From an optimization exercise on the open Yosys and OpenROAD flow, aimed at small area, a short achievable clock period and few clock cycles per item; shortcuts taken in it are not production practice. Function was checked by simulation only, so behaviour that the tests miss may differ from the original.

==> flow/design.v (outline; a module is shown in full before it is edited, if it fits) <==
// module opg_mul_tree: 3656 lines
// module opg_cordic_stage: 39 lines
// module orbit_position_generator: 531 lines
module orbit_position_generator (
    input  logic         clk,
    input  logic         rst_n,
    input  logic         s_tvalid,
    output logic         s_tready,
    input  logic [111:0] s_tdata,
    output logic         m_tvalid,
    input  logic         m_tready,
    output logic [127:0] m_tdata,
    input  logic         psel,
    input  logic         penable,
    input  logic         pwrite,
    input  logic [4:0]   paddr,
    input  logic [31:0]  pwdata,
    output logic [31:0]  prdata,
    output logic         pready
);
  // ...
==> flow/flow/run.sh <==
#!/bin/bash
set -euo pipefail
bash standard.sh SETUP_SLACK_MARGIN=10.3 finish > standard_flow.log 2>&1
==> flow/standard.sh <==
#!/bin/bash
# synth_recipe.tcl (not shown) runs the flow's synth.tcl, then flattens the netlist and writes it again
# the make line also repeats each setting of config.mk as NAME=value (left out here)
make -C /OpenROAD-flow-scripts/flow DESIGN_CONFIG=/design/flow/config.mk WORK_HOME=/design/flow/orfs CLKGATE_MAP_FILE= SYNTH_SCRIPT=/design/flow/synth_recipe.tcl "${@:-finish}"
==> flow/config.mk <==
export PLATFORM = sky130hd
export DESIGN_NAME = orbit_position_generator
export DESIGN_NICKNAME = orbit_position_generator
export VERILOG_FILES = /design/flow/design.v
export SDC_FILE = /design/flow/constraint.sdc
export NUM_CORES = 4
export LEC_CHECK = 0
export ABC_CLOCK_PERIOD_IN_PS = 3000
export CAP_MARGIN = 20
export CORE_MARGIN = 2
export CORE_UTILIZATION = 50
export CTS_CLUSTER_DIAMETER = 100
export CTS_CLUSTER_SIZE = 24
export PLACE_DENSITY = 0.6
export SETUP_SLACK_MARGIN = 5
export SLEW_MARGIN = 20
==> flow/constraint.sdc <==
create_clock -name core_clock -period 15.0 [get_ports {clk}]
set_input_delay 3.0000 -clock core_clock [delete_from_list [all_inputs] [get_ports {clk}]]
set_output_delay 3.0000 -clock core_clock [all_outputs]
set_load 0.01 [all_outputs]
==> metrics.cfg, run 1 <==
[status]
outcome=timing/DRC/antenna clean

[floorplanning]
io_pins=319
core_um2=249000
taps=3330
die_y_um=505

[synth]
syn_area_um2=125000
avgSynthCellArea_um2=11.1
synth_top_family_by_area=compound AO/OA/AOI/OAI gates
synth_common_cells=1218 x edfxtp_1, 1058 x a22oi_1, 791 x nand2_1
synth_mux_area_share_pct=2.80
synth_top_area_share_pct=29.2

[cells_and_area]
largest_class=multi-input gates
final_nets=12800
clkbuf_count=172
nFillCells=21100
syn2layout_area_growth_pct=12.6
nNonClkBuffers=779
instances_no_fill=14900
layout_common_cells=1218 x edfxtp_1, 1039 x a22oi_1, 780 x nand2_1, 751 x inv_1, 731 x xnor2_1

[timing]
slew_headroom_pct=24.0
setup_tns_ns=0
timing.hold.ws_ns=0.303
finalHoldViolCount=0

[global_routing]
grt_pass1_wl_um=617000

[detailed_routing]
wl_met2_um=189000
top_layer=met5

[setup_path]
worst-setup-path-type=reg -> reg
path_cells=buf_12 > buf_16 > buf_6 > nor2b_4 > buf_12 > a22oi_2 > nand4_1 > xnor2_1 > ha_1 > a21o_1 > a21o_1 > or3_4 > a211oi_4 > nor3b_2 > o41a_1 > a211oi_2 > o41ai_4 > and2_4 > a311oi_4 > buf_4 > xnor2_2

[clock_network]
cts_tree=built
insertion_delay_ns=0.87
numCtsBuffers=109
cts_setup_buffers=110

[placed_design]
hpwl_um=281000
post_dp_cell_area_um2=132000

Testbench counts, summed over its fixed seeds: cycles 2,536, items 256.
==> run 2: changes to the inputs <==
--- a/flow/config.mk
+++ b/flow/config.mk
@@ -9,8 +9,8 @@
 export CAP_MARGIN = 20
 export CORE_MARGIN = 2
-export CORE_UTILIZATION = 50
+export CORE_UTILIZATION = 65
 export CTS_CLUSTER_DIAMETER = 100
 export CTS_CLUSTER_SIZE = 24
-export PLACE_DENSITY = 0.6
+export PLACE_DENSITY = 0.72
 export SETUP_SLACK_MARGIN = 5
 export SLEW_MARGIN = 20
==> metrics.cfg, run 2 <==
[setup_path]
crit_family=compound AO/OA/AOI/OAI gates
arrival_ns=5.43
ff2ff_setup_slack_ns=10.20
worst-setup-path-type=reg -> reg
path_cells=buf_4 > buf_12 > nor2b_4 > buf_12 > a22oi_1 > nand4_1 > xnor2_1 > ha_1 > o21a_1 > o21a_1 > o22a_1 > o31ai_4 > o211ai_1 > nand3_2 > a31oi_4 > a31oi_4 > o31a_1 > o21ai_2 > a21oi_4 > xnor2_4
startpoint_type=flip-flop
worstSetupEndpointType=flip-flop
crit_start=stall$_DFF_PN0_
rr_startpoint=stall$_DFF_PN0_
worst-path-stages=20
worst_path_max_delay_cell=dfrtp_4
worstPathRequired_ns=15.63
cp-endpoint=rx_r[2][31]$_DFF_P_
reg2regPathDepth=20
critical_path.max_fanout=8
timing.rr.end=rx_r[2][31]$_DFF_P_
critical_path_buf_inv_count=3
cpPeakStageDelay_ns=0.51

[synth]
ys.flop_type=edfxtp_1
syn_area_um2=125000  ; unchanged
synth_top_area_share_pct=29.2  ; unchanged
synth_common_cells=1218 x edfxtp_1, 1058 x a22oi_1, 791 x nand2_1
synth_edf_count=1218
yosysTopAreaCell=edfxtp_1
yosysSeqAreaShare_pct=44.6
synth-seq-cells=2121
synth_cells=11300
synthArstFlopShare_pct=12.3
synth.most_common_cell=edfxtp_1
ys_types=102
avgSynthCellArea_um2=11.1  ; unchanged
yosysWarnings=27
yosys-top-cells-area=edfxtp_1 29%, dfxtp_1 10%, fa_1 10%, a22oi_1 6.3%, ha_1 5.6%

[global_routing]
grt_overflow_total=0
grt_pass1_vias=94900
grt_usage_pct=40.3
grt_start_max_net_pins=175
grt_pass1_wl_um=597000  ; -3.2%
grt_antenna_before_repair=34

[clock_network]
cts_root_buf=clkbuf_16
cts_tree=built
cts.htree.levels=3
cts_buffer_depth=3
cts.sinks=2121
numCtsBuffers=105  ; -3.7%
clk_pin_slew_worst_paths_ns=0.10
insertion_delay_ns=0.82  ; -0.05 ns

[timing]
finalCritPeriodShare_pct=32.0
slew_headroom_pct=25.9  ; +2.0 points
grt_setup_unrepaired=true
drv_slew=0
timing.hold.ws_ns=0.329  ; +0.0262 ns
max_freq_mhz=208
finalHoldViolCount=0  ; unchanged
finalSetupViolCount=0
worst_pin_slew_ns=1.11
finalClockSkew_ns=0.0692
setup_tns_ns=0  ; unchanged
fin_crit_ns=4.80

[detailed_routing]
wl_per_cell_um=28.7
drt_iter0_drc=13200
drc=0
drtAntennaViolNets=0
num_vias=95900
routed_wl_um=406000
via_per_inst=6.78
drtPass1Iterations=13

[status]
outcome=timing/DRC/antenna clean

[floorplanning]
start_util_pct=65.3
die_y_um=443  ; -12%
row_count=161
die_area_um2=197000
core_um2=192000  ; -23%
io_pins=319  ; unchanged
die_w_um=443

[placed_design]
io_buffers=306
routabilityCongestion=1.01
hpwl_um=269000  ; -4.3%

[cells_and_area]
layout_commonest_cell=edfxtp_1
nFillCells=13400  ; -36%
seq_area_um2=56100
final_nets=12900  ; +0.45%
drive_above_1_share_pct=12.4
multiInputGateArea_um2=66400
syn2layout_area_growth_pct=12.1
layout_common_cells=1218 x edfxtp_1, 1038 x a22oi_1, 784 x nand2_1, 751 x inv_1, 736 x xnor2_1
reg_top3=p_x (160), p_y (160), p_z (160)

[min_path]
hold_path.class=reg -> reg

[flow_run]
cap_violations=0

## run 2: timing repair
item                       CTS  global route
gates cloned                38            12
hold buffers                 0             0
setup endpoints to repair  898           351
buffers inserted           156           135
pin swaps                  125           219
resized for setup          496           317
## run 2: per-layer routing
metal	up-vias	wire length (um)	global-route usage, %
li1	41000	-	-
met3	1701	50500	11.3
met2	6342	181000	62.1
met5	-	126	0
met1	46900	147000	51.8
met4	18	27800	21.5
## run 2: cell type report
class / count / area share (%)
Multi-Input combinational cell: 7703 / 47.2
Sequential cell: 2121 / 39.9
Timing Repair Buffer: 846 / 6.19
Tap cell: 2526 / 2.25
Inverter: 764 / 2.07
Clock buffer: 149 / 1.99
Clock inverter: 26 / 0.329
Antenna cell: 19 / 0.0338
## run 2: cell families after synthesis
logic type / Yosys count / synth area share (%)
AOI/OAI and AO/OA: 2804 / 15.6
xor gates and xnor gates: 1239 / 8.65
adders and majority gates: 1186 / 15.6
buffers and inverters: 1524 / 4.63
DFF: 2121 / 44.6
muxes: 325 / 2.80
other: 2 / 0.00599
and+or+nand+nor: 2137 / 8.14
## run 2: through the flow
step	cells	setup slack [ns]	utilization, %	cell area (um2)
6_report	14200	10.20	73.2	141000
5_1_grt	14100	10.00	73.1	141000
4_1_cts	14000	10.02	71.7	138000
3_5_place_dp	13600	8.93	68.1	131000
3_3_place_gp	13600	8.98	68.1	131000
2_1_floorplan	11300	9.16	-	126000
## run 2: how the worst min path moves through the flow
stage          cells after the start               start                  to  slack, ns
2_1_floorplan                      0     m1_d[0]$_DFF_P_     m2_d[0]$_DFF_P_       0.31
3_3_place_gp                       0  rq_r[1][1]$_DFF_P_  rq_r[2][1]$_DFF_P_       0.31
3_5_place_dp                       0       a1[3]$_DFF_P_   qr_rem[3]$_DFF_P_       0.31
4_1_cts                            0       a1[3]$_DFF_P_   qr_rem[3]$_DFF_P_       0.33
5_1_grt                            0     m1_d[2]$_DFF_P_     m2_d[2]$_DFF_P_       0.33
6_report                           0  rq_r[1][0]$_DFF_P_  rq_r[2][0]$_DFF_P_       0.33
==> module orbit_position_generator, before the edit <==
module orbit_position_generator (
    input  logic         clk,
    input  logic         rst_n,
    input  logic         s_tvalid,
    output logic         s_tready,
    input  logic [111:0] s_tdata,
    output logic         m_tvalid,
    input  logic         m_tready,
    output logic [127:0] m_tdata,
    input  logic         psel,
    input  logic         penable,
    input  logic         pwrite,
    input  logic [4:0]   paddr,
    input  logic [31:0]  pwdata,
    output logic [31:0]  prdata,
    output logic         pready
);
    logic        wr_en, wr_q, tw_q;
    logic [30:0] c_rad;
    logic [24:0] c_osp, c_ssp;
    logic [25:0] c_pit, c_yaw, c_rol;
    logic [31:0] rd_val, prdata_q;
    logic [2:0]  ridx;
    assign pready = 1'b1;
    assign ridx   = paddr[4:2];
    assign wr_en  = psel && penable && pwrite;
    always_ff @(posedge clk or negedge rst_n)
    begin
        if (!rst_n)
        begin
            wr_q  <= 1'b0;
            tw_q  <= 1'b0;
            c_rad <= '0;
            c_osp <= '0;
            c_ssp <= '0;
            c_pit <= '0;
            c_yaw <= '0;
            c_rol <= '0;
        end
        else
        begin
            wr_q <= wr_en;
            tw_q <= wr_en && (ridx == 3'd3 || ridx == 3'd4 || ridx == 3'd5);
            if (wr_en)
            begin
                case (ridx)
                    3'd0: c_rad <= pwdata[30:0];
                    3'd1: c_osp <= pwdata[24:0];
                    3'd2: c_ssp <= pwdata[24:0];
                    3'd3: c_pit <= pwdata[25:0];
                    3'd4: c_yaw <= pwdata[25:0];
                    3'd5: c_rol <= pwdata[25:0];
                    default: ;
                endcase
            end
        end
    end
    always_comb
    begin
        case (ridx)
            3'd0: rd_val = {1'b0, c_rad};
            3'd1: rd_val = {7'b0, c_osp};
            3'd2: rd_val = {7'b0, c_ssp};
            3'd3: rd_val = {6'b0, c_pit};
            3'd4: rd_val = {6'b0, c_yaw};
            3'd5: rd_val = {6'b0, c_rol};
            default: rd_val = '0;
        endcase
    end
    always_ff @(posedge clk)
    begin
        prdata_q <= rd_val;
    end
    assign prdata = prdata_q;
    logic [2:0] cyc, cyc_n;
    logic [2:0] tok [7];
    logic [2:0] new_tok;
    logic [1:0] seq;           
    logic       dirty;
    logic       tilt_wr, dirty_eff;
    logic       run, hold, bnd, busy;
    logic       stall;
    logic [1:0] sc;
    logic       s_tvalid_q, psel_q, tent_bad;
    logic       accept, cancel, chain_sh;
    logic       out_load, o_v, o_v_n;
    assign tilt_wr   = tw_q;
    assign dirty_eff = dirty || tilt_wr;
    assign out_load  = (cyc == 3'd2) && (tok[6] == opg_pkg::TK_ITEM);
    logic       tilt_now, item_ok, item_any, flush;
    logic [2:0] tilt_tok;
    logic [1:0] seq_after;
    assign tilt_now  = (tok[0] != opg_pkg::TK_ITEM) && (dirty_eff || seq != 2'd0);
    assign tilt_tok  = dirty_eff ? opg_pkg::TK_YAW : ((seq == 2'd1) ? opg_pkg::TK_PITCH : opg_pkg::TK_ROLL);
    assign seq_after = tilt_now ? (dirty_eff ? 2'd1 : ((seq == 2'd1) ? 2'd2 : 2'd0)) : seq;
    assign item_ok   = s_tvalid_q && (seq_after == 2'd0) && !dirty_eff;
    assign item_any  = (tok[1] == opg_pkg::TK_ITEM) || (tok[2] == opg_pkg::TK_ITEM) || (tok[3] == opg_pkg::TK_ITEM)
                    || (tok[4] == opg_pkg::TK_ITEM) || (tok[5] == opg_pkg::TK_ITEM) || (tok[6] == opg_pkg::TK_ITEM);
    assign flush     = tilt_wr && !item_any && !stall && !((tok[0] == opg_pkg::TK_ITEM) && (cyc == 3'd6 || cyc == 3'd7));
    assign new_tok   = item_ok ? opg_pkg::TK_ITEM : opg_pkg::TK_NONE;
    assign busy  = tok[0][2] || tok[1][2] || tok[2][2] || tok[3][2] || tok[4][2] || tok[5][2];
    assign hold  = !busy && !tilt_now && !item_ok;
    assign run   = !stall;
    assign bnd   = run && (cyc == 3'd7) && !hold;
    assign cyc_n = (run && !(cyc == 3'd7 && hold)) ? cyc + 3'd1 : cyc;
    logic s_rdy_q;
    assign s_tready = s_rdy_q;
    assign accept   = s_rdy_q && s_tvalid;
    assign cancel   = run && (cyc == 3'd5) && (tok[0] == opg_pkg::TK_ITEM) && !accept;
    assign chain_sh = run && (cyc == 3'd5);
    assign o_v_n = out_load ? 1'b1 : (m_tready ? 1'b0 : o_v);
    always_ff @(posedge clk or negedge rst_n)
    begin
        if (!rst_n)
        begin
            cyc        <= 3'd7;
            seq        <= 2'd0;
            dirty      <= 1'b1;
            s_tvalid_q <= 1'b0;
            psel_q     <= 1'b0;
            s_rdy_q    <= 1'b0;
            tent_bad   <= 1'b0;
            o_v        <= 1'b0;
            stall      <= 1'b0;
            sc         <= 2'd0;
            for (int i = 0; i < 7; i++)
            begin
                tok[i] <= opg_pkg::TK_NONE;
            end
        end
        else
        begin
            s_tvalid_q <= s_tvalid;
            psel_q     <= psel;
            s_rdy_q    <= (cyc_n == 3'd5) && !bnd && !flush && (tok[0] == opg_pkg::TK_ITEM) && !tent_bad && !wr_q && !psel;
            cyc        <= flush ? 3'd7 : cyc_n;
            o_v        <= o_v_n;
            if (stall)
            begin
                stall <= (sc != 2'd2) || ((tok[6] == opg_pkg::TK_ITEM) && o_v_n);
                sc    <= (sc == 2'd2) ? 2'd0 : sc + 2'd1;
            end
            else
            begin
                stall <= bnd && (tok[5] == opg_pkg::TK_ITEM) && o_v_n;
                sc    <= 2'd0;
            end
            dirty      <= dirty_eff && !(bnd && tilt_now && !flush);
            tent_bad   <= bnd ? 1'b0 : (tent_bad || wr_q);
            if (flush)
            begin
                seq <= 2'd0;
                for (int i = 0; i < 7; i++)
                begin
                    tok[i] <= opg_pkg::TK_NONE;
                end
            end
            else if (bnd)
            begin
                tok[0] <= new_tok;
                tok[1] <= tilt_now ? tilt_tok : tok[0];
                for (int i = 2; i < 7; i++)
                begin
                    tok[i] <= tok[i-1];
                end
                seq <= seq_after;
            end
            else if (cancel)
            begin
                tok[0] <= opg_pkg::TK_NONE;
            end
        end
    end
    logic signed [31:0] p_x [5];
    logic signed [31:0] p_y [5];
    logic signed [31:0] p_z [5];
    logic [24:0]        sp_ch [5];
    logic [24:0]        ph_o, ph_s;
    always_ff @(posedge clk)
    begin
        if (chain_sh)
        begin
            p_x[0]   <= s_tdata[47:16];
            p_y[0]   <= s_tdata[79:48];
            p_z[0]   <= s_tdata[111:80];
            sp_ch[0] <= ph_s;
            for (int i = 1; i < 5; i++)
            begin
                p_x[i]   <= p_x[i-1];
                p_y[i]   <= p_y[i-1];
                p_z[i]   <= p_z[i-1];
                sp_ch[i] <= sp_ch[i-1];
            end
        end
    end
    logic [15:0] dt_sh;
    logic [24:0] r_o, r_s;
    logic [26:0] u_o, u_s;
    assign u_o = (cyc == 3'd0 ? 27'd0 : {2'b00, r_o}) + (dt_sh[1] ? {1'b0, c_osp, 1'b0} : 27'd0)
               + (dt_sh[0] ? {2'b00, c_osp} : 27'd0);
    assign u_s = (cyc == 3'd0 ? 27'd0 : {2'b00, r_s}) + (dt_sh[1] ? {1'b0, c_ssp, 1'b0} : 27'd0)
               + (dt_sh[0] ? {2'b00, c_ssp} : 27'd0);
    always_ff @(posedge clk)
    begin
        if (run)
        begin
            if (bnd)
            begin
                dt_sh <= s_tdata[15:0];
            end
            else
            begin
                dt_sh <= {2'b00, dt_sh[15:2]};
            end
            r_o <= u_o[26:2];
            r_s <= u_s[26:2];
        end
    end
    function automatic logic [24:0] adv(input logic [24:0] ph, input logic [24:0] inc);
        logic [25:0]        p;
        logic signed [26:0] e;
        p = {1'b0, ph} + {1'b0, inc};
        e = $signed({2'b00, ph}) + $signed({2'b00, inc}) - $signed({2'b00, opg_pkg::DEG360});
        if (!e[26] && (e != 27'sd0))
        begin
            adv = e[24:0];
        end
        else
        begin
            adv = p[24:0];
        end
    endfunction
    always_ff @(posedge clk or negedge rst_n)
    begin
        if (!rst_n)
        begin
            ph_o <= '0;
            ph_s <= '0;
        end
        else if (run && cyc == 3'd0 && tok[1] == opg_pkg::TK_ITEM)
        begin
            ph_o <= adv(ph_o, r_o);
            ph_s <= adv(ph_s, r_s);
        end
    end
    logic signed [26:0] ang, a_m360, a_p360, a_p720;
    logic [24:0]        a1;
    logic [1:0]         qr_q;
    logic [22:0]        qr_rem;
    logic signed [25:0] r90, r180, r270;
    always_comb
    begin
        case (tok[1])
            opg_pkg::TK_YAW:   ang = {c_yaw[25], c_yaw};
            opg_pkg::TK_PITCH: ang = {c_pit[25], c_pit};
            opg_pkg::TK_ROLL:  ang = {c_rol[25], c_rol};
            default:  ang = $signed({2'b00, ph_o});
        endcase
        a_m360 = ang - $signed({2'b00, opg_pkg::DEG360});
        a_p360 = ang + $signed({2'b00, opg_pkg::DEG360});
        a_p720 = ang + $signed({1'b0, opg_pkg::DEG360, 1'b0});
    end
    assign r90  = $signed({1'b0, a1}) - $signed({1'b0, opg_pkg::DEG90});
    assign r180 = $signed({1'b0, a1}) - $signed({1'b0, opg_pkg::DEG180});
    assign r270 = $signed({1'b0, a1}) - $signed({1'b0, opg_pkg::DEG270});
    always_ff @(posedge clk)
    begin
        begin
            if (!ang[26])
            begin
                a1 <= a_m360[26] ? ang[24:0] : a_m360[24:0];
            end
            else
            begin
                a1 <= a_p360[26] ? a_p720[24:0] : a_p360[24:0];
            end
            if (!r270[25])
            begin
                qr_q   <= 2'd3;
                qr_rem <= r270[22:0];
            end
            else if (!r180[25])
            begin
                qr_q   <= 2'd2;
                qr_rem <= r180[22:0];
            end
            else if (!r90[25])
            begin
                qr_q   <= 2'd1;
                qr_rem <= r90[22:0];
            end
            else
            begin
                qr_q   <= 2'd0;
                qr_rem <= a1[22:0];
            end
        end
    end
    logic signed [31:0] rx_r [3];
    logic signed [31:0] ry_r [3];
    logic signed [28:0] rz_r [3];
    logic [7:0]         rp_r [3];
    logic [1:0]         rq_r [3];
    logic signed [31:0] sx [3];
    logic signed [31:0] sy [3];
    logic signed [28:0] sz [3];
    logic               inject;
    opg_cordic_stage #(.J(0)) u_st0 (.x_i(rx_r[0]), .y_i(ry_r[0]), .z_i(rz_r[0]), .ps(rp_r[0] & {8{run}}),
                                     .x_o(sx[0]), .y_o(sy[0]), .z_o(sz[0]));
    opg_cordic_stage #(.J(1)) u_st1 (.x_i(rx_r[1]), .y_i(ry_r[1]), .z_i(rz_r[1]), .ps(rp_r[1] & {8{run}}),
                                     .x_o(sx[1]), .y_o(sy[1]), .z_o(sz[1]));
    opg_cordic_stage #(.J(2)) u_st2 (.x_i(rx_r[2]), .y_i(ry_r[2]), .z_i(rz_r[2]), .ps(rp_r[2] & {8{run}}),
                                     .x_o(sx[2]), .y_o(sy[2]), .z_o(sz[2]));
    assign inject = (cyc == 3'd3) && tok[1][2];
    always_ff @(posedge clk)
    begin
        begin
            if (inject)
            begin
                rx_r[0] <= opg_pkg::CORDIC_GAIN;
                ry_r[0] <= '0;
                rz_r[0] <= $signed({2'b00, qr_rem, 4'b0000});
                rp_r[0] <= 8'd1;
                rq_r[0] <= qr_q;
            end
            else
            begin
                rx_r[0] <= sx[2];
                ry_r[0] <= sy[2];
                rz_r[0] <= sz[2];
                rp_r[0] <= stall ? rp_r[2] : {rp_r[2][6:0], rp_r[2][7]};
                rq_r[0] <= rq_r[2];
            end
            rx_r[1] <= sx[0];
            ry_r[1] <= sy[0];
            rz_r[1] <= sz[0];
            rp_r[1] <= rp_r[0];
            rq_r[1] <= rq_r[0];
            rx_r[2] <= sx[1];
            ry_r[2] <= sy[1];
            rz_r[2] <= sz[1];
            rp_r[2] <= rp_r[1];
            rq_r[2] <= rq_r[1];
        end
    end
    logic signed [31:0] raw_x, raw_y;
    logic [1:0]         raw_q;
    always_ff @(posedge clk)
    begin
        if (run && cyc == 3'd3)
        begin
            raw_x <= sx[2];
            raw_y <= sy[2];
            raw_q <= rq_r[2];
        end
    end
    function automatic opg_pkg::mop_t op_at(input logic [2:0] c, input logic [2:0] t4,
                                            input logic [2:0] t5);
        case (c)
            3'd5:    op_at = opg_pkg::prog(t4, 3'd0);
            3'd6:    op_at = opg_pkg::prog(t4, 3'd1);
            3'd7:    op_at = (t5 == opg_pkg::TK_ITEM) ?
                             opg_pkg::mk(opg_pkg::A_M22, opg_pkg::B_VZ, 1'b0, opg_pkg::C_RZ, opg_pkg::D_RZ) : '0;
            3'd0:    op_at = opg_pkg::prog(t5, 3'd3);
            3'd1:    op_at = opg_pkg::prog(t5, 3'd4);
            3'd2:    op_at = opg_pkg::prog(t5, 3'd5);
            3'd3:    op_at = opg_pkg::prog(t5, 3'd6);
            default: op_at = opg_pkg::prog(t5, 3'd7);
        endcase
    endfunction
    logic signed [32:0] vx, vz;
    logic signed [33:0] rx, ry, rz;
    logic signed [31:0] m00, m01, m02, m20, m22, nsp;
    opg_pkg::mop_t      iop;
    logic signed [31:0] a_val;
    logic signed [32:0] b_val;
    logic signed [33:0] c_val;
    logic [34:0]        bx;
    logic [16:0]        b_one, b_two, b_neg;
    logic               b_flip;
    assign b_flip = (iop.bsel == opg_pkg::B_CO) ? (raw_q == 2'd1 || raw_q == 2'd2) :
                    (iop.bsel == opg_pkg::B_SO) ? (raw_q == 2'd2 || raw_q == 2'd3) : 1'b0;
    always_ff @(posedge clk or negedge rst_n)
    begin
        if (!rst_n)
        begin
            iop <= '0;
        end
        else
        begin
            iop <= (stall ? ((sc != 2'd2) || ((tok[6] == opg_pkg::TK_ITEM) && o_v_n))
                          : (bnd && (tok[5] == opg_pkg::TK_ITEM) && o_v_n)) ? '0 :
                   op_at(cyc_n, bnd ? tok[3] : tok[4], bnd ? tok[4] : tok[5]);
        end
    end
    always_comb
    begin
        case (iop.asel)
            opg_pkg::A_RAD: a_val = $signed({1'b0, c_rad});
            opg_pkg::A_K30: a_val = 32'sh40000000;
            opg_pkg::A_M00: a_val = m00;
            opg_pkg::A_M01: a_val = m01;
            opg_pkg::A_M02: a_val = m02;
            opg_pkg::A_M20: a_val = m20;
            opg_pkg::A_M22: a_val = m22;
            opg_pkg::A_NSP: a_val = nsp;
            opg_pkg::A_RX:  a_val = rx[31:0];
            opg_pkg::A_RY:  a_val = ry[31:0];
            default:        a_val = rz[31:0];
        endcase
        case (iop.bsel)
            opg_pkg::B_CO: b_val = raw_q[0] ? {raw_y[31], raw_y} : {raw_x[31], raw_x};
            opg_pkg::B_SO: b_val = raw_q[0] ? {raw_x[31], raw_x} : {raw_y[31], raw_y};
            opg_pkg::B_VX: b_val = vx;
            default:       b_val = vz;
        endcase
        case (iop.csel)
            opg_pkg::C_PX:  c_val = {{2{p_x[4][31]}}, p_x[4]};
            opg_pkg::C_PY:  c_val = {{2{p_y[4][31]}}, p_y[4]};
            opg_pkg::C_PZ:  c_val = {{2{p_z[4][31]}}, p_z[4]};
            opg_pkg::C_RX:  c_val = rx;
            opg_pkg::C_RY:  c_val = ry;
            opg_pkg::C_RZ:  c_val = rz;
            opg_pkg::C_DST: c_val = (iop.dst == opg_pkg::D_M00) ? {{2{m00[31]}}, m00} : {{2{m02[31]}}, m02};
            default:        c_val = '0;
        endcase
        bx = {b_val[32], b_val, 1'b0};
        for (int j = 0; j < 17; j++)
        begin
            b_one[j] = bx[2*j+1] ^ bx[2*j];
            b_two[j] = (bx[2*j+2] & ~bx[2*j+1] & ~bx[2*j]) | (~bx[2*j+2] & bx[2*j+1] & bx[2*j]);
            b_neg[j] = bx[2*j+2] ^ iop.neg ^ b_flip;
        end
    end
    logic [31:0] m_a;
    logic [16:0] m_one, m_two, m_neg;
    logic [33:0] m_acc;
    logic        m_rneg;
    logic        m1_v, m2_v;
    logic [3:0]  m1_d, m2_d;
    logic [63:0] t_s, t_c, m_s, m_c;
    logic [63:0] fsum;
    logic [33:0] res;
    always_ff @(posedge clk or negedge rst_n)
    begin
        if (!rst_n)
        begin
            m1_v <= 1'b0;
            m2_v <= 1'b0;
        end
        else
        begin
            m1_v <= iop.valid;
            m2_v <= m1_v;
        end
    end
    always_ff @(posedge clk)
    begin
        begin
            m_a    <= a_val;
            m_one  <= b_one;
            m_two  <= b_two;
            m_neg  <= b_neg;
            m_acc  <= c_val;
            m_rneg <= iop.neg;
            m1_d   <= iop.dst;
            m_s    <= t_s;
            m_c    <= t_c;
            m2_d   <= m1_d;
        end
    end
    opg_mul_tree u_tree (
        .a    (m_a),
        .bone (m_one),
        .btwo (m_two),
        .bneg (m_neg),
        .rneg (m_rneg),
        .acc  (m_acc),
        .s    (t_s),
        .c    (t_c)
    );
    assign fsum = m_s + m_c;
    assign res  = fsum[63:30];
    always_ff @(posedge clk)
    begin
        if (m2_v)
        begin
            case (m2_d)
                opg_pkg::D_VX:  vx  <= res[32:0];
                opg_pkg::D_VZ:  vz  <= res[32:0];
                opg_pkg::D_RX:  rx  <= res;
                opg_pkg::D_RY:  ry  <= res;
                opg_pkg::D_RZ:  rz  <= res;
                opg_pkg::D_M00: m00 <= res[31:0];
                opg_pkg::D_M01: m01 <= res[31:0];
                opg_pkg::D_M02: m02 <= res[31:0];
                opg_pkg::D_M20: m20 <= res[31:0];
                opg_pkg::D_M22: m22 <= res[31:0];
                default:        nsp <= res[31:0];
            endcase
        end
    end
    function automatic logic [31:0] sat(input logic signed [33:0] v);
        if (v[33:31] == 3'b000 || v[33:31] == 3'b111)
        begin
            sat = v[31:0];
        end
        else if (v[33])
        begin
            sat = 32'h80000000;
        end
        else
        begin
            sat = 32'h7fffffff;
        end
    endfunction
    logic [31:0] o_x, o_y, o_z;
    logic [24:0] o_s;
    always_ff @(posedge clk)
    begin
        if (out_load && run)
        begin
            o_x <= sat(rx);
            o_y <= sat(ry);
            o_z <= sat(rz);
            o_s <= sp_ch[4];
        end
    end
    assign m_tvalid = o_v;
    assign m_tdata  = {7'b0, o_s, o_z, o_y, o_x};
endmodule
==> run 3: changes to the inputs <==
--- a/flow/design.v
+++ b/flow/design.v
@@ -3845,5 +3845,5 @@
     output logic         pready
 );
-    logic        wr_en, wr_q, tw_q;
+    logic        wr_en, wr_q, tw_q, tw_now;
     logic [30:0] c_rad;
     logic [24:0] c_osp, c_ssp;
@@ -3854,4 +3854,5 @@
     assign ridx   = paddr[4:2];
     assign wr_en  = psel && penable && pwrite;
+    assign tw_now = wr_en && (ridx == 3'd3 || ridx == 3'd4 || ridx == 3'd5);
     always_ff @(posedge clk or negedge rst_n)
     begin
@@ -3870,5 +3871,5 @@
         begin
             wr_q <= wr_en;
-            tw_q <= wr_en && (ridx == 3'd3 || ridx == 3'd4 || ridx == 3'd5);
+            tw_q <= tw_now;
             if (wr_en)
             begin
@@ -3926,5 +3927,5 @@
     assign item_any  = (tok[1] == opg_pkg::TK_ITEM) || (tok[2] == opg_pkg::TK_ITEM) || (tok[3] == opg_pkg::TK_ITEM)
                     || (tok[4] == opg_pkg::TK_ITEM) || (tok[5] == opg_pkg::TK_ITEM) || (tok[6] == opg_pkg::TK_ITEM);
-    assign flush     = tilt_wr && !item_any && !stall && !((tok[0] == opg_pkg::TK_ITEM) && (cyc == 3'd6 || cyc == 3'd7));
+    assign flush     = tw_now && !item_any && !stall && !((tok[0] == opg_pkg::TK_ITEM) && (cyc == 3'd6 || cyc == 3'd7));
     assign new_tok   = item_ok ? opg_pkg::TK_ITEM : opg_pkg::TK_NONE;
     assign busy  = tok[0][2] || tok[1][2] || tok[2][2] || tok[3][2] || tok[4][2] || tok[5][2];
@@ -4004,5 +4005,5 @@
     logic signed [31:0] p_y [5];
     logic signed [31:0] p_z [5];
-    logic [24:0]        sp_ch [5];
+    logic [15:0]        p_dt [5];
     logic [24:0]        ph_o, ph_s;
     always_ff @(posedge clk)
@@ -4013,5 +4014,5 @@
             p_y[0]   <= s_tdata[79:48];
             p_z[0]   <= s_tdata[111:80];
-            sp_ch[0] <= ph_s;
+            p_dt[0]  <= s_tdata[15:0];
             for (int i = 1; i < 5; i++)
             begin
@@ -4019,15 +4020,15 @@
                 p_y[i]   <= p_y[i-1];
                 p_z[i]   <= p_z[i-1];
-                sp_ch[i] <= sp_ch[i-1];
+                p_dt[i]  <= p_dt[i-1];
             end
         end
     end
-    logic [15:0] dt_sh;
+    logic [15:0] dt_sh, dts_sh;
     logic [24:0] r_o, r_s;
     logic [26:0] u_o, u_s;
     assign u_o = (cyc == 3'd0 ? 27'd0 : {2'b00, r_o}) + (dt_sh[1] ? {1'b0, c_osp, 1'b0} : 27'd0)
                + (dt_sh[0] ? {2'b00, c_osp} : 27'd0);
-    assign u_s = (cyc == 3'd0 ? 27'd0 : {2'b00, r_s}) + (dt_sh[1] ? {1'b0, c_ssp, 1'b0} : 27'd0)
-               + (dt_sh[0] ? {2'b00, c_ssp} : 27'd0);
+    assign u_s = (cyc == 3'd0 ? 27'd0 : {2'b00, r_s}) + (dts_sh[1] ? {1'b0, c_ssp, 1'b0} : 27'd0)
+               + (dts_sh[0] ? {2'b00, c_ssp} : 27'd0);
     always_ff @(posedge clk)
     begin
@@ -4036,9 +4037,11 @@
             if (bnd)
             begin
-                dt_sh <= s_tdata[15:0];
+                dt_sh  <= s_tdata[15:0];
+                dts_sh <= p_dt[4];
             end
             else
             begin
-                dt_sh <= {2'b00, dt_sh[15:2]};
+                dt_sh  <= {2'b00, dt_sh[15:2]};
+                dts_sh <= {2'b00, dts_sh[15:2]};
             end
             r_o <= u_o[26:2];
@@ -4067,8 +4070,14 @@
             ph_s <= '0;
         end
-        else if (run && cyc == 3'd0 && tok[1] == opg_pkg::TK_ITEM)
+        else if (run && cyc == 3'd0)
         begin
-            ph_o <= adv(ph_o, r_o);
-            ph_s <= adv(ph_s, r_s);
+            if (tok[1] == opg_pkg::TK_ITEM)
+            begin
+                ph_o <= adv(ph_o, r_o);
+            end
+            if (tok[6] == opg_pkg::TK_ITEM)
+            begin
+                ph_s <= adv(ph_s, r_s);
+            end
         end
     end
@@ -4353,5 +4362,5 @@
             o_y <= sat(ry);
             o_z <= sat(rz);
-            o_s <= sp_ch[4];
+            o_s <= ph_s;
         end
     end
--- a/flow/config.mk
+++ b/flow/config.mk
@@ -9,8 +9,8 @@
 export CAP_MARGIN = 20
 export CORE_MARGIN = 2
-export CORE_UTILIZATION = 65
+export CORE_UTILIZATION = 60
 export CTS_CLUSTER_DIAMETER = 100
 export CTS_CLUSTER_SIZE = 24
-export PLACE_DENSITY = 0.72
+export PLACE_DENSITY = 0.68
 export SETUP_SLACK_MARGIN = 5
 export SLEW_MARGIN = 20
==> metrics.cfg, run 3 <==
[cells_and_area]
layout_common_cells=1189 x edfxtp_1, 1031 x a22oi_1, 749 x inv_1, 744 x xnor2_1, 628 x nand2_1
final_area_um2=141000  ; about the same
final_nets=12900  ; +0.19%
syn2layout_area_growth_pct=13.0
seq_area_um2=55200  ; -1.6%
layout_commonest_cell=edfxtp_1
instances_no_fill=14400  ; +1.6%
multiInputGateArea_um2=66400  ; about the same
nFillCells=15500  ; +16%
reg_top3=p_x (160), p_y (160), p_z (160)
drive_above_1_share_pct=13.1  ; +0.73 points
fin_util_pct=68.0  ; -5.1 points

[setup_path]
crit_family=compound AO/OA/AOI/OAI gates
reg2regPathDepth=21  ; +5.0%
ff2ff_setup_slack_ns=10.11  ; -0.09 ns
arrival_ns=5.65  ; +0.22 ns
worst-path-stages=21  ; +5.0%
cpPeakStageDelay_ns=0.58  ; +0.07 ns
critical_path_buf_inv_count=5  ; +2
worst_path_max_delay_cell=dfrtp_4
startpoint_type=flip-flop
timing.rr.end=ry_r[0][30]$_SDFF_PP0_
rr_startpoint=stall$_DFF_PN0_
worst-setup-path-type=reg -> reg
path_cells=buf_6 > buf_6 > buf_16 > buf_4 > a41oi_4 > mux2_2 > fa_2 > a21o_1 > a21oi_2 > o21a_2 > o31ai_4 > o21ai_2 > a21o_1 > a21oi_4 > o31ai_2 > buf_4 > o21ai_4 > o41a_1 > a31oi_1 > xnor2_1 > and2_4
critical_path.max_fanout=5  ; -3
worstSetupEndpointType=flip-flop
worstPathRequired_ns=15.76  ; +0.13 ns

[clock_network]
cts_root_buf=clkbuf_16
ctsHoldBuffers=0  ; unchanged
cts_tree=built
cts.sinks=2092  ; -1.4%
insertion_delay_ns=0.85  ; +0.03 ns
clk_pin_slew_worst_paths_ns=0.10  ; about the same
cts_buffer_depth=3  ; unchanged
cts.htree.levels=3  ; unchanged
numCtsBuffers=106  ; +0.95%

[timing]
timing.hold.ws_ns=0.333  ; +0.00396 ns
worst_pin_slew_ns=1.21  ; +0.106 ns
fin_crit_ns=4.89  ; +0.0925 ns
finalSetupViolCount=0  ; unchanged
finalCritPeriodShare_pct=32.6  ; +0.62 points
grt_setup_unrepaired=true
finalClockSkew_ns=0.0391  ; -0.0301 ns
slew_headroom_pct=18.7  ; -7.3 points
drv_slew=0  ; unchanged
fin_ws_ns=10.11  ; -0.0925 ns
setup_tns_ns=0  ; unchanged
max_freq_mhz=204  ; -1.9%
finalHoldViolCount=0  ; unchanged

[placed_design]
post_dp_cell_area_um2=130000  ; -0.67%
hpwl_um=280000  ; +4.0%
io_buffers=306  ; unchanged
routabilityCongestion=0.957  ; -5.1%
post-place-ws_ns=8.91  ; -0.0248 ns
place_inst=13700  ; +0.93%

[detailed_routing]
drc=0  ; unchanged
wl_per_cell_um=29.7  ; +3.6%
via_per_inst=6.70  ; -1.1%
routed_wl_um=427000  ; +5.2%
drtAntennaViolNets=0  ; unchanged
drt_iter0_drc=13400  ; +1.8%
num_vias=96300  ; +0.43%
drtPass1Iterations=13  ; unchanged

[floorplanning]
die_area_um2=211000  ; +7.4%
io_pins=319  ; unchanged
row_count=167  ; +3.7%
start_util_pct=60.2  ; -5.1 points
core_um2=207000  ; +7.5%
die_y_um=459  ; +3.6%
die_w_um=459  ; +3.6%

[synth]
synthArstFlopShare_pct=12.4  ; +0.17 points
yosysSeqAreaShare_pct=44.3  ; -0.32 points
synth-seq-cells=2092  ; -1.4%
ys.flop_type=edfxtp_1
avgSynthCellArea_um2=11.0  ; -0.47%
ys_types=103  ; +0.98%
syn_area_um2=124000  ; -0.84%
synth_top_area_share_pct=28.7  ; -0.45 points
yosysTopAreaCell=edfxtp_1
yosysWarnings=27  ; unchanged
synth_common_cells=1189 x edfxtp_1, 1050 x a22oi_1, 770 x xnor2_1
yosys-top-cells-area=edfxtp_1 29%, dfxtp_1 10%, fa_1 10%, a22oi_1 6.3%, ha_1 5.7%
synth_cells=11300  ; -0.37%
synth.most_common_cell=edfxtp_1
synth_edf_count=1189  ; -2.4%

[min_path]
hold_path_end=m2_d[2]$_DFF_P_
min_from=m1_d[2]$_DFF_P_
hold_depth=0  ; unchanged
hold_path.class=reg -> reg

[global_routing]
groute.layer.met1.usage_pct=52.0  ; +0.21 points
grt_pass1_wl_um=616000  ; +3.2%
grtUsageMet2_pct=57.3  ; -4.8 points
gr-max-usage-layer=met2
grt_start_max_net_pins=180  ; +2.9%
grt_use_met3_pct=11.2  ; -0.14 points
grt_antenna_before_repair=35  ; +2.9%
grt_pass1_vias=94200  ; -0.70%
grt_overflow_total=0  ; unchanged
grt_usage_pct=39.3  ; -0.94 points

[status]
outcome=timing/DRC/antenna clean

[flow_run]
cap_violations=0  ; unchanged

## run 3: cell count changes in the layout (fill, tap and decap cells not counted), sizes merged, moves of 16 or more
cell and delta:
mux2i -26, and3 +21, nor2 +101, nand2b -16
buf +79, nand3 +36, o21ai -27, a21oi +42
edfxtp -29, nand2 -157
## run 3: worst max path at each step
| stage | startpoint | end | slack, ns |
|---|---|---|---|
| CTS | stall$_DFF_PN0_ | rx_r[0][30]$_SDFF_PP0_ | 10.16 |
| detailed placement | stall$_DFF_PN0_ | rx_r[1][30]$_DFF_P_ | 8.91 |
| floorplan | stall$_DFF_PN0_ | p_dt[0][0]$_DFFE_PP_ | 9.06 |
| global route | stall$_DFF_PN0_ | rx_r[0][31]$_SDFF_PP0_ | 9.98 |
| finish | stall$_DFF_PN0_ | ry_r[0][30]$_SDFF_PP0_ | 10.11 |
| global placement | stall$_DFF_PN0_ | rx_r[2][30]$_DFF_P_ | 9.02 |
## run 3: logic make-up (layout without fill, tap and decap cells)
group / count (synthesis) / after routing / share of synthesized area [%]
compound gates: 2827 / 2832 / 15.8
xor+xnor: 1230 / 1230 / 8.66
fa+ha+maj: 1186 / 1186 / 15.7
buf+inv: 1539 / 1884 / 4.75
flops: 2092 / 2092 / 44.3
mux: 296 / 296 / 2.58
other cells: 2 / 26 / 0.00604
simple gates: 2124 / 2127 / 8.20
## run 3: cell type report
| type | instances | share of cell area, % |
|---|---|---|
| Multi-Input combinational cell | 7680 | 47.2 |
| Inverter | 763 | 2.05 |
| Clock inverter | 30 | 0.368 |
| Antenna cell | 17 | 0.0303 |
| Clock buffer | 169 | 2.09 |
| Timing Repair Buffer | 922 | 6.58 |
| Sequential cell | 2092 | 39.3 |
| Tap cell | 2704 | 2.41 |
## run 3: worst reg2reg max path, stage by stage (launching register included)
cell	delay (ns)
dfrtp_4	0.58
buf_6	0.16
buf_6	0.11
buf_16	0.14
buf_4	0.15
a41oi_4	0.24
mux2_2	0.40
fa_2	0.38
a21o_1	0.20
a21oi_2	0.19
o21a_2	0.20
o31ai_4	0.09
o21ai_2	0.22
a21o_1	0.25
a21oi_4	0.10
o31ai_2	0.22
buf_4	0.18
o21ai_4	0.06
o41a_1	0.35
a31oi_1	0.22
xnor2_1	0.17
and2_4	0.22
## run 3: timing repair
action | in CTS | in global routing
buffers inserted | 176 | 183
gates cloned | 39 | 13
resized for setup | 481 | 362
pin swaps | 143 | 310
endpoints found under the setup margin | 894 | 563
## run 3: routing by layer
layer  share of wire, %  wire, um  vias up
met5              0.093       397        -
met4                7.8     33400       36
met3                 13     54100     1749
met2                 42    180000     6537
met1                 37    160000    47000
li1                   -         -    41000
Testbench counts of run 3, summed over its fixed seeds: cycles 2,528, items 256.
==> run 4: changes to the inputs <==
--- a/flow/design.v
+++ b/flow/design.v
@@ -3910,5 +3910,5 @@
     logic       tilt_wr, dirty_eff;
     logic       run, hold, bnd, busy;
-    logic       stall;
+    logic       stall, stall_n;
     logic [1:0] sc;
     logic       s_tvalid_q, psel_q, tent_bad;
@@ -3940,4 +3940,6 @@
     assign chain_sh = run && (cyc == 3'd5);
     assign o_v_n = out_load ? 1'b1 : (m_tready ? 1'b0 : o_v);
+    assign stall_n = stall ? ((sc != 2'd2) || ((tok[6] == opg_pkg::TK_ITEM) && o_v_n))
+                           : (bnd && (tok[5] == opg_pkg::TK_ITEM) && o_v_n);
     always_ff @(posedge clk or negedge rst_n)
     begin
@@ -3968,10 +3970,10 @@
             if (stall)
             begin
-                stall <= (sc != 2'd2) || ((tok[6] == opg_pkg::TK_ITEM) && o_v_n);
+                stall <= stall_n;
                 sc    <= (sc == 2'd2) ? 2'd0 : sc + 2'd1;
             end
             else
             begin
-                stall <= bnd && (tok[5] == opg_pkg::TK_ITEM) && o_v_n;
+                stall <= stall_n;
                 sc    <= 2'd0;
             end
@@ -4051,8 +4053,9 @@
     function automatic logic [24:0] adv(input logic [24:0] ph, input logic [24:0] inc);
         logic [25:0]        p;
-        logic signed [26:0] e;
+        logic signed [26:0] e, f;
         p = {1'b0, ph} + {1'b0, inc};
         e = $signed({2'b00, ph}) + $signed({2'b00, inc}) - $signed({2'b00, opg_pkg::DEG360});
-        if (!e[26] && (e != 27'sd0))
+        f = $signed({2'b00, ph}) + $signed({2'b00, inc}) - $signed({2'b00, opg_pkg::DEG360}) - 27'sd1;
+        if (!f[26])
         begin
             adv = e[24:0];
@@ -4139,4 +4142,6 @@
     logic signed [28:0] rz_r [3];
     logic [7:0]         rp_r [3];
+    logic [7:0]         rs_r [3];
+    logic [7:0]         rp0_n;
     logic [1:0]         rq_r [3];
     logic signed [31:0] sx [3];
@@ -4144,11 +4149,18 @@
     logic signed [28:0] sz [3];
     logic               inject;
-    opg_cordic_stage #(.J(0)) u_st0 (.x_i(rx_r[0]), .y_i(ry_r[0]), .z_i(rz_r[0]), .ps(rp_r[0] & {8{run}}),
+    opg_cordic_stage #(.J(0)) u_st0 (.x_i(rx_r[0]), .y_i(ry_r[0]), .z_i(rz_r[0]), .ps(rs_r[0]),
                                      .x_o(sx[0]), .y_o(sy[0]), .z_o(sz[0]));
-    opg_cordic_stage #(.J(1)) u_st1 (.x_i(rx_r[1]), .y_i(ry_r[1]), .z_i(rz_r[1]), .ps(rp_r[1] & {8{run}}),
+    opg_cordic_stage #(.J(1)) u_st1 (.x_i(rx_r[1]), .y_i(ry_r[1]), .z_i(rz_r[1]), .ps(rs_r[1]),
                                      .x_o(sx[1]), .y_o(sy[1]), .z_o(sz[1]));
-    opg_cordic_stage #(.J(2)) u_st2 (.x_i(rx_r[2]), .y_i(ry_r[2]), .z_i(rz_r[2]), .ps(rp_r[2] & {8{run}}),
+    opg_cordic_stage #(.J(2)) u_st2 (.x_i(rx_r[2]), .y_i(ry_r[2]), .z_i(rz_r[2]), .ps(rs_r[2]),
                                      .x_o(sx[2]), .y_o(sy[2]), .z_o(sz[2]));
     assign inject = (cyc == 3'd3) && tok[1][2];
+    assign rp0_n  = inject ? 8'd1 : (stall ? rp_r[2] : {rp_r[2][6:0], rp_r[2][7]});
+    always_ff @(posedge clk)
+    begin
+        rs_r[0] <= rp0_n & {8{!stall_n}};
+        rs_r[1] <= rp_r[0] & {8{!stall_n}};
+        rs_r[2] <= rp_r[1] & {8{!stall_n}};
+    end
     always_ff @(posedge clk)
     begin
@@ -4159,5 +4171,5 @@
                 ry_r[0] <= '0;
                 rz_r[0] <= $signed({2'b00, qr_rem, 4'b0000});
-                rp_r[0] <= 8'd1;
+                rp_r[0] <= rp0_n;
                 rq_r[0] <= qr_q;
             end
@@ -4167,5 +4179,5 @@
                 ry_r[0] <= sy[2];
                 rz_r[0] <= sz[2];
-                rp_r[0] <= stall ? rp_r[2] : {rp_r[2][6:0], rp_r[2][7]};
+                rp_r[0] <= rp0_n;
                 rq_r[0] <= rq_r[2];
             end
==> flow/flow/run.sh (replaced) <==
#!/bin/bash
set -euo pipefail
bash standard.sh SETUP_SLACK_MARGIN=10.3 "BUFFER_PORTS_ARGS=-buffer_cell sky130_fd_sc_hd__buf_4" finish > standard_flow.log 2>&1
==> metrics.cfg, run 4 <==
[status]
outcome=timing/DRC/antenna clean

[setup_path]
critical_path.max_fanout=33  ; +28
worst-setup-path-type=reg -> reg
worstPathRequired_ns=15.69  ; -0.07 ns
startpoint_type=flip-flop
reg2regPathDepth=13  ; -38%
worstSetupEndpointType=flip-flop
arrival_ns=5.35  ; -0.30 ns

[timing]
worst_pin_slew_ns=1.22  ; +0.00491 ns
slew_headroom_pct=18.7  ; +0.071 points
fin_ws_ns=10.33  ; +0.227 ns
max_freq_mhz=214  ; +4.9%
setup_tns_ns=0  ; unchanged
finalClockSkew_ns=0.0488  ; +0.00971 ns
finalCritPeriodShare_pct=31.1  ; -1.5 points
drv_slew=0  ; unchanged
grt_setup_unrepaired=true
fin_crit_ns=4.67  ; -0.227 ns
finalSetupViolCount=0  ; unchanged
finalHoldViolCount=0  ; unchanged

[cells_and_area]
layout_common_cells=1189 x edfxtp_1, 1057 x a22oi_1, 876 x nand2_1, 776 x xnor2_1, 757 x inv_1
multiInputGateArea_um2=64400  ; -3.0%
seq_area_um2=55700  ; +0.92%
syn2layout_area_growth_pct=7.43
nFillCells=16300  ; +4.6%
layout_commonest_cell=edfxtp_1
final_area_um2=134000  ; -4.6%
reg_top3=p_x (160), p_y (160), p_z (160)
final_nets=12600  ; -2.3%
drive_above_1_share_pct=9.98  ; -3.1 points

[detailed_routing]
routed_wl_um=401000  ; -6.1%
wl_per_cell_um=28.5  ; -4.0%
drt_iter0_drc=11600  ; -14%
drtAntennaViolNets=0  ; unchanged
via_per_inst=6.60  ; -1.4%
drc=0  ; unchanged
drtPass1Iterations=10  ; -3
num_vias=92900  ; -3.5%

[clock_network]
cts.htree.levels=3  ; unchanged
cts.sinks=2116  ; +1.1%
clk_pin_slew_worst_paths_ns=0.10  ; about the same
ctsHoldBuffers=0  ; unchanged
insertion_delay_ns=0.83  ; -0.02 ns
cts_root_buf=clkbuf_16
numCtsBuffers=104  ; -1.9%
cts_tree=built
cts_buffer_depth=3  ; unchanged

[floorplanning]
io_pins=319  ; unchanged
row_count=167  ; unchanged
die_area_um2=212000  ; +0.34%
core_um2=207000  ; +0.10%
start_util_pct=60.3  ; +0.14 points
die_y_um=460  ; +0.17%
die_w_um=460  ; +0.17%

[synth]
synth.most_common_cell=edfxtp_1
synthArstFlopShare_pct=12.3  ; -0.14 points
synth_common_cells=1189 x edfxtp_1, 1057 x a22oi_1, 880 x nand2_1
ys_types=98  ; -4.9%
syn_area_um2=125000  ; +0.34%
yosys-top-cells-area=edfxtp_1 29%, dfxtp_1 11%, fa_1 10%, a22oi_1 6.4%, ha_1 5.6%
synth_top_area_share_pct=28.6  ; -0.097 points
yosysWarnings=29  ; +7.4%
ys.flop_type=edfxtp_1
yosysSeqAreaShare_pct=44.5  ; +0.24 points
avgSynthCellArea_um2=11.0  ; -0.32%
synth_cells=11400  ; +0.66%
yosysTopAreaCell=edfxtp_1
synth_edf_count=1189  ; unchanged
synth-seq-cells=2116  ; +1.1%

[placed_design]
post_dp_cell_area_um2=130000  ; -0.34%
routabilityCongestion=0.962  ; +0.46%
post-place-ws_ns=8.89  ; -0.0127 ns
io_buffers=306  ; unchanged
hpwl_um=276000  ; -1.5%

[global_routing]
grt_antenna_before_repair=25  ; -29%
grt_usage_pct=37.2  ; -2.2 points
grt_start_max_net_pins=187  ; +3.9%
grt_pass1_wl_um=587000  ; -4.8%
grt_overflow_total=0  ; unchanged
grt_pass1_vias=91500  ; -2.9%

[flow_run]
cap_violations=0  ; unchanged

[min_path]
hold_path.class=reg -> reg
hold_depth=0  ; unchanged

==> run 4: final cells by class <==
| type | count | area share (%) |
|---|---|---|
| multi-input cells | 7727 | 48.0 |
| flip-flops and latches | 2116 | 41.5 |
| repair buffers | 548 | 3.32 |
| well taps | 2704 | 2.52 |
| clock buffers | 169 | 2.16 |
| inverters | 766 | 2.15 |
| clock inverters | 25 | 0.271 |
| diodes | 15 | 0.0280 |
==> run 4: cell families (layout without fill, tap and decap cells) <==
group	after synthesis	count (layout)	share of synthesized area, %
fa+ha+maj	1186	1186	15.6
simple gates	2219	2220	8.46
mux	298	298	2.57
xor+xnor	1243	1243	8.73
flops	2116	2116	44.5
other cells	2	24	0.00602
compound gates	2771	2771	15.4
buf+inv	1536	1508	4.67
==> run 4: final timing paths <==
kind                                        end  slack, ns       startpoint
setup / recovery                m_s[33]$_DFF_P_      10.33  m_a[23]$_DFF_P_
hold reg to reg                 m2_d[0]$_DFF_P_       0.31  m1_d[0]$_DFF_P_
setup reg to reg                m_s[33]$_DFF_P_      10.33  m_a[23]$_DFF_P_
hold / removal                  m2_d[0]$_DFF_P_       0.31  m1_d[0]$_DFF_P_
max in group asynchronous  ph_s[10]$_DFFE_PN0P_      10.73            rst_n
min in group asynchronous  ph_o[22]$_DFFE_PN0P_       2.13            rst_n
==> run 4: critical path, stage by stage (launching register included) <==
cell and delay [ns]:
dfxtp_1 0.33, buf_4 0.52, a22oi_1 0.19, xnor2_1 0.20, fa_1 0.58, inv_1 0.06, fa_1 0.52, inv_1 0.06
fa_1 0.48, inv_1 0.05, fa_1 0.47, inv_1 0.06, fa_1 0.51, fa_1 0.43
==> run 4: through the flow <==
| step | utilization, % | hold slack (ns) | std cells |
|---|---|---|---|
| 5_1_grt | 64.8 | 0.344 | 14100 |
| 3_5_place_dp | 62.6 | 0.315 | 13800 |
| 4_1_cts | 64.5 | 0.314 | 14000 |
| 6_report | 64.8 | 0.313 | 14100 |
| 2_1_floorplan | - | 0.310 | 11400 |
| 3_3_place_gp | 62.6 | 0.312 | 13800 |
==> run 4: per-layer routing <==
metal | global-route usage (%) | up-vias | part of all wire [%]
met1 | 50.7 | 45700 | 39
met3 | 9.32 | 1248 | 11
li1 | - | 40300 | -
met5 | 0 | - | 0.0085
met2 | 54.8 | 5682 | 43
met4 | 19.6 | 6 | 6.4
==> run 4: what timing repair did <==
item,4_1_cts,5_1_grt
hold endpoints to repair,0,0
buffers inserted,9,25
setup endpoints to repair,330,267
gates resized for setup,104,116
pin swaps,13,33
cloned,3,1
Testbench counts of run 4, summed over its fixed seeds: cycles 2,528, items 256.

==> afterwards: timing with drivers on the ports <==
In the flow no input, the clock included, has a driving cell. The finished layouts below were timed again as built, in two steps.
Step 1 sets driving cells, clkbuf_16 on the clock port and buf_2 on the other inputs (assumed; they add their load-dependent delay and slew).
Step 2 moves the port delays by t, midway between the first and last clock arrival at a register: inputs arrive t later, outputs are due t later. That takes back most of the time a late clock gives input paths.
Three values: no drivers, after step 1, after step 2; two values: the first two.
run	shift t [ns]	setup slack, ns	worst setup path after step 2
run 1	0.924	10.177 / 10.177 / 9.389	input to register
run 2	0.883	10.199 / 10.199 / 9.476	input to register
run 3	0.920	10.107 / 10.107 / 9.395	input to register
run 4	0.893	10.334 / 10.334 / 9.531	input to register
After both steps setup and hold are still met in every run listed. For run 4, which loses most, drivers alone change the setup slack by 0.000 ns; drivers and shift together by -0.803 ns.
